Source: an optimization exercise on an open RTL-to-GDS flow (aim: small area, a short achievable clock period and few clock cycles per item). Production flows keep margins and buffers that such runs may drop.
The RTL was checked by simulation tests, not by an equivalence proof against the original design.

<file path="flow/config.mk">
export PLATFORM = sky130hd
export DESIGN_NAME = window_level_to_rgb8
export DESIGN_NICKNAME = window_level_to_rgb8
export VERILOG_FILES = /design/flow/design.v
export SDC_FILE = /design/flow/constraint.sdc
export NUM_CORES = 4
export LEC_CHECK = 0
export CAP_MARGIN = 20
export CORE_MARGIN = 2
export CORE_UTILIZATION = 40
export PLACE_DENSITY = 0.6
export SLEW_MARGIN = 20
</file>
<file path="flow/constraint.sdc">
create_clock -name core_clock -period 5.0 [get_ports {clk}]
set_input_delay 1.0000 -clock core_clock [delete_from_list [all_inputs] [get_ports {clk}]]
set_output_delay 1.0000 -clock core_clock [all_outputs]
set_load 0.01 [all_outputs]
</file>
<file path="flow/design.v">
`default_nettype none
package wl_pkg;
  localparam logic [1:0] FMT_GRAY  = 2'd0;
  localparam logic [1:0] FMT_RGB16 = 2'd1;
  localparam logic [1:0] FMT_RGB8  = 2'd2;
  localparam logic [1:0] FMT_RGBA8 = 2'd3;
  localparam logic [1:0] REG_FORMAT = 2'd0;
  localparam logic [1:0] REG_LOW    = 2'd1;
  localparam logic [1:0] REG_HIGH   = 2'd2;
  localparam int NUM_BITS = 41;
  localparam int DEN_BITS = 33;
  localparam int Q_BITS   = 9;
  typedef struct packed {
    logic         force_mid;
    logic         force_zero;
    logic [NUM_BITS-1:0] num;
  } chan_t;
endpackage
`default_nettype wire
`default_nettype none
module wl_div_stage #(
  parameter int BIT = 0
) (
  input  wire logic clk,
  input  wire logic en,
  input  wire logic [wl_pkg::DEN_BITS-1:0] den,
  input  wire logic [3*(wl_pkg::DEN_BITS+1)-1:0] rem_in,
  input  wire logic [3*wl_pkg::NUM_BITS-1:0] num_in,
  input  wire logic [3*wl_pkg::Q_BITS-1:0] q_in,
  output logic [3*(wl_pkg::DEN_BITS+1)-1:0] rem_out,
  output logic [3*wl_pkg::Q_BITS-1:0] q_out
);
  localparam int RW = wl_pkg::DEN_BITS + 1;
  localparam int QW = wl_pkg::Q_BITS;
  localparam int NW = wl_pkg::NUM_BITS;
  logic [3*RW-1:0] rem_next;
  logic [3*QW-1:0] q_next;
  always_comb begin
    logic [RW:0] t;
    rem_next = rem_in;
    q_next = q_in;
    for (int c = 0; c < 3; c++) begin
      t = {rem_in[c*RW +: RW], num_in[c*NW + BIT]};
      if (t >= {2'b00, den}) begin
        t = t - {2'b00, den};
        q_next[c*QW + BIT] = 1'b1;
      end
      rem_next[c*RW +: RW] = t[RW-1:0];
    end
  end
  always_ff @(posedge clk) begin
    if (en) begin
      rem_out <= rem_next;
      q_out <= q_next;
    end
  end
endmodule
`default_nettype wire
`default_nettype none
module window_level_to_rgb8 #(
  parameter int SAMPLE_BITS = 32
) (
  input  wire logic clk,
  input  wire logic rst,
  input  wire logic cfg_we,
  input  wire logic [1:0] cfg_index,
  input  wire logic [31:0] cfg_data,
  input  wire logic pix_in_valid,
  output logic pix_in_ready,
  input  wire logic [32+16*3+8-1:0] pix_in_data,
  output logic pix_out_valid,
  input  wire logic pix_out_ready,
  output logic [31:0] pix_out_data
);
  localparam int NW = wl_pkg::NUM_BITS;
  localparam int DW = wl_pkg::DEN_BITS;
  localparam int RW = DW + 1;
  localparam int QW = wl_pkg::Q_BITS;
  localparam int NS = 3 + QW + 1;
  logic [1:0] fmt;
  logic signed [31:0] lo, hi;
  always_ff @(posedge clk) begin
    if (rst) begin
      fmt <= wl_pkg::FMT_GRAY;
      lo <= '0;
      hi <= 32'sd255;
    end else if (cfg_we) begin
      case (cfg_index)
        wl_pkg::REG_FORMAT: fmt <= cfg_data[1:0];
        wl_pkg::REG_LOW:    lo <= cfg_data;
        wl_pkg::REG_HIGH:   hi <= cfg_data;
        default: ;
      endcase
    end
  end
  logic [NS-1:0] vld;
  logic adv;
  assign adv = !pix_out_valid || pix_out_ready;
  assign pix_in_ready = adv;
  logic [31:0] gs;
  logic [15:0] ri, gi, bi;
  logic [7:0] ai;
  assign {gs, ri, gi, bi, ai} = pix_in_data;
  logic signed [33:0] d1 [3];
  logic signed [33:0] den1;
  logic [1:0] fmt1;
  logic [23:0] byt1;
  logic [7:0] a1;
  logic signed [SAMPLE_BITS-1:0] gsx;
  assign gsx = gs[SAMPLE_BITS-1:0];
  always_ff @(posedge clk) begin
    if (adv) begin
      fmt1 <= fmt;
      den1 <= 34'(hi) - 34'(lo);
      byt1 <= {ri[7:0], gi[7:0], bi[7:0]};
      a1 <= (fmt == wl_pkg::FMT_RGBA8) ? ai : 8'd0;
      if (fmt == wl_pkg::FMT_GRAY) begin
        for (int c = 0; c < 3; c++) d1[c] <= 34'(gsx) - 34'(lo);
      end else begin
        d1[0] <= $signed({18'd0, ri}) - 34'(lo);
        d1[1] <= $signed({18'd0, gi}) - 34'(lo);
        d1[2] <= $signed({18'd0, bi}) - 34'(lo);
      end
    end
  end
  logic [33:0] m2 [3];
  logic [3*3-1:0] flag2;
  logic [DW-1:0] den2;
  logic [1:0] fmt2;
  logic [23:0] byt2;
  logic [7:0] a2;
  always_ff @(posedge clk) begin
    if (adv) begin
      fmt2 <= fmt1;
      byt2 <= byt1;
      a2 <= a1;
      den2 <= DW'(den1 < 0 ? -den1 : den1);
      for (int c = 0; c < 3; c++) begin
        m2[c] <= d1[c] < 0 ? 34'(-d1[c]) : 34'(d1[c]);
        flag2[c*3 +: 3] <= {den1 == 0, (d1[c] == 0) || ((d1[c] < 0) != (den1 < 0)), 1'b0};
      end
    end
  end
  logic [2:0] ch3_mid, ch3_zero;
  logic [2:0][NW-1:0] ch3_num;
  logic [DW-1:0] den3;
  logic [1:0] fmt3;
  logic [23:0] byt3;
  logic [7:0] a3;
  always_ff @(posedge clk) begin
    if (adv) begin
      fmt3 <= fmt2;
      byt3 <= byt2;
      a3 <= a2;
      den3 <= den2;
      for (int c = 0; c < 3; c++) begin
        ch3_mid[c] <= flag2[c*3+2];
        ch3_zero[c] <= flag2[c*3+1];
        ch3_num[c] <= NW'({m2[c], 8'd0} - {8'd0, m2[c]});
      end
    end
  end
  logic [QW:0][3*NW-1:0] numv;
  logic [QW:0][3*RW-1:0] remv;
  logic [QW:0][3*QW-1:0] qv;
  logic [QW:0][DW-1:0] denv;
  logic [QW:0][2:0] sat;
  logic [QW:0][2:0] mid;
  logic [QW:0][2:0] zer;
  logic [QW:0][1:0] fmtv;
  logic [QW:0][23:0] bytv;
  logic [QW:0][7:0] av;
  always_ff @(posedge clk) begin
    if (adv) begin
      denv[0] <= den3;
      fmtv[0] <= fmt3;
      bytv[0] <= byt3;
      av[0] <= a3;
      qv[0] <= '0;
      for (int c = 0; c < 3; c++) begin
        numv[0][c*NW +: NW] <= ch3_num[c];
        sat[0][c] <= (ch3_num[c] >> QW) >= NW'(den3);
        remv[0][c*RW +: RW] <= '0;
        mid[0][c] <= ch3_mid[c];
        zer[0][c] <= ch3_zero[c];
      end
    end
  end
  for (genvar k = 0; k < QW; k++) begin : g_div
    logic [3*RW-1:0] rin;
    always_comb begin
      rin = remv[k];
      if (k == 0) begin
        for (int c = 0; c < 3; c++)
          rin[c*RW +: RW] = RW'(numv[k][c*NW + QW +: NW-QW]);
      end
    end
    wl_div_stage #(.BIT(QW-1-k)) u_div (
      .clk(clk), .en(adv), .den(denv[k]), .rem_in(rin),
      .num_in(numv[k]), .q_in(qv[k]),
      .rem_out(remv[k+1]), .q_out(qv[k+1])
    );
    always_ff @(posedge clk) begin
      if (adv) begin
        numv[k+1] <= numv[k];
        denv[k+1] <= denv[k];
        sat[k+1] <= sat[k];
        mid[k+1] <= mid[k];
        zer[k+1] <= zer[k];
        fmtv[k+1] <= fmtv[k];
        bytv[k+1] <= bytv[k];
        av[k+1] <= av[k];
      end
    end
  end
  logic [7:0] res [3];
  always_comb begin
    for (int c = 0; c < 3; c++) begin
      if (mid[QW][c]) res[c] = 8'd128;
      else if (zer[QW][c]) res[c] = 8'd0;
      else if (sat[QW][c] || qv[QW][c*QW + 8]) res[c] = 8'd255;
      else res[c] = qv[QW][c*QW +: 8];
    end
  end
  always_ff @(posedge clk) begin
    if (adv) begin
      if (fmtv[QW] == wl_pkg::FMT_GRAY) begin
        pix_out_data <= {res[0], res[0], res[0], 8'd0};
      end else if (fmtv[QW] == wl_pkg::FMT_RGB16) begin
        pix_out_data <= {res[0], res[1], res[2], 8'd0};
      end else begin
        pix_out_data <= {bytv[QW], av[QW]};
      end
    end
  end
  always_ff @(posedge clk) begin
    if (rst) begin
      vld <= '0;
      pix_out_valid <= 1'b0;
    end else if (adv) begin
      vld <= {vld[NS-2:0], pix_in_valid};
      pix_out_valid <= vld[NS-1];
    end
  end
endmodule
`default_nettype wire
</file>
<file path="flow/run.sh">
#!/bin/bash
# synth_recipe.tcl (not shown) runs the flow's synth.tcl, then flattens the netlist and writes it again
# the make line also repeats each setting of config.mk as NAME=value (left out here)
make -C /OpenROAD-flow-scripts/flow DESIGN_CONFIG=/design/flow/config.mk WORK_HOME=/design/flow/orfs CLKGATE_MAP_FILE= SYNTH_SCRIPT=/design/flow/synth_recipe.tcl finish
</file>
==> run notes <==
[flip-flops by register name, summed over array words and instances (netlist names), 32 cells and up]
name	cells
den1	33
av	80
ch3_num	123
d1	99
g_div.u_div.num_in	231
g_div.u_div.rem_out	816
den3	33
m2	102
bytv	240
lo	32
pix_out_data	32
g_div.u_div.den	297
den2	33
hi	32
g_div.u_div.q_out	135
[cell usage after synthesis (52+ instances only)]
cell type / n
dfxtp_1: 80
and3_1: 94
mux2_2: 154
o21ai_0: 1020
xnor2_1: 685
nand3_1: 214
a211oi_1: 72
a21oi_1: 1160
nor3_1: 177
inv_1: 744
nand4_1: 168
o31ai_1: 91
nor4_1: 55
or3_1: 63
xor2_1: 359
o211ai_1: 52
and2_1: 55
o21bai_1: 126
o21a_1: 122
a31oi_1: 111
nand2_1: 1173
clkbuf_1: 277
nand2b_1: 188
ha_1: 1185
edfxtp_1: 2454
nor2b_1: 161
a21o_1: 588
nor2_1: 726
[logic make-up after synthesis]
family / Yosys count / share of synthesized area [%]
compound gates: 3703 / 15.8
fa+ha+maj: 1214 / 10.7
xor+xnor: 1044 / 6.36
mux: 176 / 1.36
flops: 2534 / 52.4
buf+inv: 1047 / 2.74
simple gates: 3246 / 10.7
other cells: 1 / 0.00261
[final cells by class]
| class | count | area, µm² |
|---|---|---|
| diodes | 4 | 10.0 |
| clock buffers | 332 | 7360 |
| clock inverters | 180 | 2110 |
| fillers | 33244 | 196000 |
| inverters | 748 | 2820 |
| multi-input cells | 9386 | 64700 |
| flip-flops and latches | 2534 | 75300 |
| well taps | 4773 | 5970 |
| repair buffers | 437 | 4130 |
[critical path: cells and delay by family (launching register included)]
| kind | cells | cell delay (ns) |
|---|---|---|
| flip-flops | 1 | 0.40 |
| buffers and inverters | 5 | 1.00 |
| adder cells (fa/ha/maj) | 1 | 0.26 |
| AO/OA/AOI/OAI | 7 | 1.64 |
| AND/OR/NAND/NOR | 3 | 1.17 |
[how the worst max path moves through the flow]
stage | end | from
floorplan | pix_in_ready | pix_out_ready
CTS | g_div[5].u_div.rem_out[94] | g_div[5].u_div.den[2]
global placement | d1[0][30] | pix_in_data[40]
global route | g_div[5].u_div.rem_out[94] | g_div[5].u_div.den[2]
finish | g_div[2].u_div.rem_out[99] | g_div[2].u_div.den[1]
detailed placement | g_div[5].u_div.rem_out[94] | g_div[5].u_div.den[2]
[per-layer routing]
metal	GRT usage (%)	wire length, µm	share of wire, %
met5	0	82	0.019
met4	11.9	25400	5.8
met3	2.82	24000	5.5
met2	39.8	209000	48
met1	29.7	180000	41
[stage by stage]
step | utilization [%] | setup TNS (ns)
2_1_floorplan | - | -6367.54
3_3_place_gp | 42.7 | 0
3_5_place_dp | 42.7 | 0
4_1_cts | 45.3 | 0
5_1_grt | 45.3 | 0
6_report | 45.3 | 0
==> flow_summary.ini <==
[outcome]
run_status = finished clean

[placement]
dp_slack_ns = 0.206
finalWeightedCongestion = 0.977
dpl_cell_area_um2 = 153000
dp.cells = 17878
dp_hpwl_um = 351000
io_buffers = 160

[worst_setup_path]
reg2regPathDepth = 16
slowest_delay_ns = 0.82
crit_path_end_kind = flop
crit_type = flop to flop
reg2reg_to = g_div[2].u_div.rem_out[99]
path_cells = inv_1 -> buf_4 -> ha_1 -> nor2b_1 -> o21ai_0 -> a21oi_1 -> o41ai_1 -> buf_4 -> o221ai_1 -> a31oi_1 -> a31oi_1 -> or4b_2 -> nand2_2 -> inv_1 -> buf_4 -> a31o_2
worstSetupStartpointType = flop
worstReg2RegStart = g_div[2].u_div.den[1]
r2r_slack_ns = 0.22
required_ns = 5.60
cpMaxStageDelayCell = or4b_2
crit_top_cell = buf_4
cp.arrival_ns = 5.37
crit_fanout = 6

[yosys]
syn-instance-count = 12965
syn_area_um2 = 144000
synth-edff-count = 2454
synth_area_leader_cell = edfxtp_1
synth-main-ff-cell = edfxtp_1
yosysWarningCount = 13
synth_seq_cells = 2534
synth_top_cells_by_area = edfxtp_1 (51%), ha_1 (10%), xnor2_1 (4.2%)
synth.distinct_cells = 86
synth_top_area_share_pct = 51.3
syn_avg_cell_area_um2 = 11.1
yosysSeqAreaShare_pct = 52.4
synth-async-reset-ratio_pct = 0

[die]
core-area_um2 = 358000
die_h_um = 603
rows = 220
fp.dieW_um = 603
start_util_pct = 40.1
io_pins = 161
die_area_um2 = 364000

[sta]
min_period_ns = 4.78
whs_ns = 0.258
drv_slew = 0
finalSetupViolations = 0
fin_crit_sh_pct = 95.5
fmax_mhz = 209
worst_pin_slew_ns = 1.12
fin_skew_ns = 0.107
relSlewSlack_pct = 25.4
hold_viol = 0
fin_ws_ns = 0.225
rsz0062_at_grt = no

[cts]
cts_tree = yes
clkSinkCount = 2534
cts-root-buf = clkbuf_16
cts_made_buffers = 283
postCtsSetupBuffers = 0
cts_resized = 0
clk_path_buf_depth = 4
clkTransAtPathRegs_ns = 0.06
insertion_delay_ns = 0.93
cts_max_level = 5
hold_buffers = 0

[cells_and_area]
layout_common_cells = edfxtp_1 (2454), ha_1 (1185), nand2_1 (1171), a21oi_1 (1156), o21ai_0 (1018)
area_growth_pct = 13.0
finalInstanceArea_um2 = 162000
final_common_cell = edfxtp_1
instances_no_fill = 18394
drive_gt1_share_pct = 7.03
fin_nets = 14731

[hold_path]
worstHoldEndpoint = hi[15]
holdPathStages = 2
hp-class = primary input to flop
hp-start = rst

[detailed_routing]
drt_wl_total_um = 439000
dr.first_iter.drc_count = 9929
routedWlPerCell_um = 23.8
ant_nets = 0
drc = 0
drt-vias-per-instance = 5.54
num_vias = 101934
first_pass_iters = 6

[global_routing]
grt_max_degree = 163
antenna_found_initial = 21
grt_pass1_vias = 96441
grt_pass1_wl_um = 640000
grtUsageTotal_pct = 23.5
overflow = 0

[flow_run]
drv_cap = 0
Testbench counts, summed over its fixed seeds: cycles 8,745, items 8,192.

==> static timing again, ports no longer ideal <==
The results above use ideal ports. As a check the final layout listed here was re-extracted and re-timed, cells and wires unchanged. Step 1 assumes that a clkbuf_16 drives the clock port and a buf_2 every other input. Step 2 adds t to the input delays and takes it off the output delays; t is the mean of the earliest and latest rising clock arrival at the registers after step 1. Input paths then give back, and output paths get back, about the clock's delay inside the block. Slacks: ideal / step 1 / step 2; pairs: ideal / step 1.
t, ns: 0.972
slack for setup (ns): 0.225 / 0.225 / 0.090
worst hold slack (ns): 0.258 / 0.183 / 0.382
slew at the worst register clock pin (ns): 0.07 / 0.07
worst data-port slew with drivers (ns): 0.08
After both steps this run still meets setup and hold. The setup slack of this run moves by 0.000 ns with the drivers and by -0.135 ns with both steps.
